What follows belongs to an exercise in optimizing a design on an open flow for small area; a production flow would make more cautious choices.
Function was checked by simulation only, so behaviour that the tests miss may differ from the original.
Power figures rest on the tool's default switching activity, not on a simulated workload.

// hls_status_monitor_top
module hls_status_monitor_top (
    input  logic        clock,
    input  logic        reset,
    input  logic        finish,
    input  logic        clear,
    input  logic [9:0]  ap_start,
    input  logic [9:0]  ap_ready,
    input  logic [9:0]  ap_done,
    input  logic [9:0]  ap_continue,
    input  logic        rd_en,
    input  logic [3:0]  rd_ch,
    input  logic [2:0]  rd_sel,
    output logic        rd_valid,
    output logic [15:0] rd_data,
    output logic        active,
    output logic [9:0]  ovf
);
Size in the first run: ~980 flip-flops, ~80 I/O pins, roughly 50000 um^2 of cells after synthesis.
clock: 6.0 ns
lec_check: 0
cap_margin: 20
core_margin: 2
core_utilization: 55
cts_cluster_diameter: 90
cts_cluster_size: 25
gpl_timing_driven: 0
setup_slack_margin: 0.3
slew_margin: 20
synth_hierarchical: 1
synth_minimum_keep_size: 0
run.sh (not shown) runs the stock make flow with config.mk's settings and CLKGATE_MAP_FILE= SYNTH_SCRIPT=/design/flow/synth_recipe.tcl, a recipe that flattens the netlist after the stock synthesis.
The starting point completed with no timing, DRC or antenna violations.
Rerun with:
==> flow/flow/run.sh (new file) <==
#!/bin/bash
set -o pipefail
bash standard.sh \
  "CTS_ARGS=-sink_clustering_enable -repair_clock_nets -dont_use_dummy_load -sink_clustering_size 25 -sink_clustering_max_diameter 90" \
  "BUFFER_PORTS_ARGS=-buffer_cell sky130_fd_sc_hd__buf_2" \
  "RECOVER_POWER=50" \
  finish > flow_make.log 2>&1
==> flow/standard.sh (new file) <==
#!/bin/bash
# synth_recipe.tcl (not shown) runs the flow's synth.tcl, then flattens the netlist and writes it again
# the make line also repeats each setting of config.mk as NAME=value (left out here)
make -C /OpenROAD-flow-scripts/flow DESIGN_CONFIG=/design/flow/config.mk WORK_HOME=/design/flow/orfs CLKGATE_MAP_FILE= SYNTH_SCRIPT=/design/flow/synth_recipe.tcl "${@:-finish}"
CTS_CLUSTER_DIAMETER = default   (was 90)
CTS_CLUSTER_SIZE = default   (was 25)
removed: flow/run.sh
Effect: This time the run completed and failed the layout checks on capacitance limit, slew limit; global-route usage shrinks by 0.18 points; critical path depth grows by 1; core utilization shrinks by 1.2 points; final cell count shrinks slightly; design area shrinks slightly; synthesized cell count stays the same.

---

## alpha
hls_status_monitor_top, a different RTL version from the one above (not shown whole).
For scale: about 5,300 cells after synthesis, ~980 flip-flops, ~80 I/O pins, about 50,000 um^2 of cells after synthesis.
==> flow/config.mk <==
export PLATFORM = sky130hd
export DESIGN_NAME = hls_status_monitor_top
export DESIGN_NICKNAME = hls_status_monitor_top
export VERILOG_FILES = /design/flow/design.v
export SDC_FILE = /design/flow/constraint.sdc
export NUM_CORES = 4
export LEC_CHECK = 0
export CAP_MARGIN = 20
export CORE_MARGIN = 2
export CORE_UTILIZATION = 70
export GPL_TIMING_DRIVEN = 0
export SETUP_SLACK_MARGIN = 0.3
export SLEW_MARGIN = 20
export SYNTH_HIERARCHICAL = 1
export SYNTH_MINIMUM_KEEP_SIZE = 0
==> flow/constraint.sdc <==
create_clock -name core_clock -period 6.0 [get_ports {clock}]
set_input_delay 1.2000 -clock core_clock [delete_from_list [all_inputs] [get_ports {clock}]]
set_output_delay 1.2000 -clock core_clock [all_outputs]
set_load 0.01 [all_outputs]
standard.sh (not shown) runs the stock make flow with config.mk's settings and CLKGATE_MAP_FILE= SYNTH_SCRIPT=/design/flow/synth_recipe.tcl, a recipe that flattens the netlist after the stock synthesis.
==> flow/flow/run.sh <==
#!/bin/bash
set -o pipefail
bash standard.sh \
  "CTS_ARGS=-sink_clustering_enable -repair_clock_nets -dont_use_dummy_load -sink_clustering_size 25 -sink_clustering_max_diameter 90" \
  "BUFFER_PORTS_ARGS=-buffer_cell sky130_fd_sc_hd__buf_2" \
  finish > flow_make.log 2>&1
alpha reached the end of the flow, and the finished layout is clean on the timing, design-rule and antenna checks.
> inputs changed (alpha -> beta)
# alpha
export LEC_CHECK = 0
export CAP_MARGIN = 20
export CORE_MARGIN = 2
export CORE_UTILIZATION = 70
export GPL_TIMING_DRIVEN = 0
export SETUP_SLACK_MARGIN = 0.3
export SLEW_MARGIN = 20
export SYNTH_HIERARCHICAL = 1
export SYNTH_MINIMUM_KEEP_SIZE = 0
create_clock -name core_clock -period 6.0 [get_ports {clock}]
# beta
export LEC_CHECK = 0
export CAP_MARGIN = 20
export CORE_MARGIN = 2
export CORE_UTILIZATION = 65
export CTS_CLUSTER_DIAMETER = 90
export CTS_CLUSTER_SIZE = 25
export GPL_TIMING_DRIVEN = 0
export SETUP_SLACK_MARGIN = 0.3
export SLEW_MARGIN = 20
export SYNTH_HIERARCHICAL = 1
export SYNTH_MINIMUM_KEEP_SIZE = 0
create_clock -name core_clock -period 6.0 [get_ports {clock}]
==> flow/run.sh (new file) <==
#!/bin/bash
# synth_recipe.tcl (not shown) runs the flow's synth.tcl, then flattens the netlist and writes it again
# the make line also repeats each setting of config.mk as NAME=value (left out here)
make -C /OpenROAD-flow-scripts/flow DESIGN_CONFIG=/design/flow/config.mk WORK_HOME=/design/flow/orfs CLKGATE_MAP_FILE= SYNTH_SCRIPT=/design/flow/synth_recipe.tcl finish
removed: flow/flow/run.sh
removed: flow/standard.sh
### Flow results
Relative to alpha, the non-clock buffer count in the final layout measured on beta has increased slightly. alpha reports its worst setup path endpoint as u_mon.rd_data[11] while beta reports u_mon.rd_data[4]. Any difference in worst-case setup margin in the final layout between beta and alpha is small enough to ignore. Changes observed in beta relative to alpha: register share of the cell area has decreased; first-pass detailed-route iteration total now sits higher; diode insertion count for antenna repair now sits lower. The estimated power of beta ends up higher than the estimate for alpha. When the final numbers for beta and alpha were put side by side, the stage delay of the slowest cell on the critical path turned out to be greater in beta. Required time at the worst-slack endpoint: lower on alpha. Taking alpha as the reference, in beta overall fraction of global-route tracks in use shows a reduction of 2.3 points, met1 global-route usage has decreased. Between beta and alpha, it is beta whose count of buffers added by post-CTS timing repair for setup is lower, by 3.

---

rev 12:
RTL: one of the versions met above, not the one the previous note started from.
Size in the first run: about 5300 cells after synthesis, roughly 980 flip-flops, about 80 I/O pins, roughly 50000 um^2 of cells after synthesis.
Settings: LEC_CHECK=0, CAP_MARGIN=20, CORE_MARGIN=2, CORE_UTILIZATION=65, CTS_CLUSTER_DIAMETER=90, CTS_CLUSTER_SIZE=25, GPL_TIMING_DRIVEN=0, SETUP_SLACK_MARGIN=0.3, SLEW_MARGIN=20, SYNTH_HIERARCHICAL=1, SYNTH_MINIMUM_KEEP_SIZE=0; clock period 6.0 ns.
run.sh (not shown) runs the stock make flow with config.mk's settings and CLKGATE_MAP_FILE= SYNTH_SCRIPT=/design/flow/synth_recipe.tcl, a recipe that flattens the netlist after the stock synthesis.
Stock flow here: none of the scripts above is used.
What rev 13 does differently from rev 12 at the input level:
Settings: removing SETUP_SLACK_MARGIN (formerly 0.3); changing CORE_UTILIZATION from 65 to 55; changing CTS_CLUSTER_SIZE from 25 to 30; changing CTS_CLUSTER_DIAMETER from 90 to 100.
Results
- The flow for rev 13 finished, though final verification flagged negative setup slack.
- Rev 12 → rev 13: clock skew grew by 5.5 ps; share of synthesized area spent on multiplexers held steady; number of failing setup endpoints in the final timing report grew by 7; sum of routed wire length over all layers grew by 3.7%.
- Rev 13 vs. rev 12: flip-flop and latch share of the layout cell area went down by 0.27 points.
- Rev 12 → rev 13: global-route wire length before repair increased by about 3% relative to the old numbers, final critical path time including I/O delays and setup increased by 310 ps relative to the old numbers, final area increased by 0.64% relative to the old numbers, source-to-sink clock delay at the later pin of the worst-skew pair increased by 20 ps relative to the old numbers, clock network fraction of design power increased by 0.3 points relative to the old numbers.

separate check: timing with driven ports:
The results above use ideal ports. As a check the final layouts listed here were re-extracted and re-timed, cells and wires unchanged. Step 1: set_driving_cell puts a clkbuf_16 on clock and a buf_2 on each other input, an assumption about the parent block. Step 2 times the ports against the registers' clock, not the clock port: input delays grow and output delays shrink by t, the midpoint of the rising clock arrivals with the driver on. a / b / c = ideal / step 1 / step 2; a / b = the first two.
run	shift t [ns]	setup WS [ns]	worst setup path at the end	pins driven straight from the clock port
the first run of note 1	0.734	0.279 / 0.322 / -0.413	input to register	1
the second run of note 1	0.705	0.214 / 0.156 / -0.549	input to register	1
alpha	0.693	0.191 / 0.221 / -0.471	input to register	1
beta	0.710	0.190 / 0.232 / -0.478	input to register	1
rev 12	0.708	0.196 / 0.214 / -0.494	input to register	1
rev 13	0.720	-0.113 / -0.069 / -0.789	input to register	1
For the second run of note 1, which loses most, drivers alone change the setup slack by -0.058 ns; drivers and shift together by -0.763 ns.
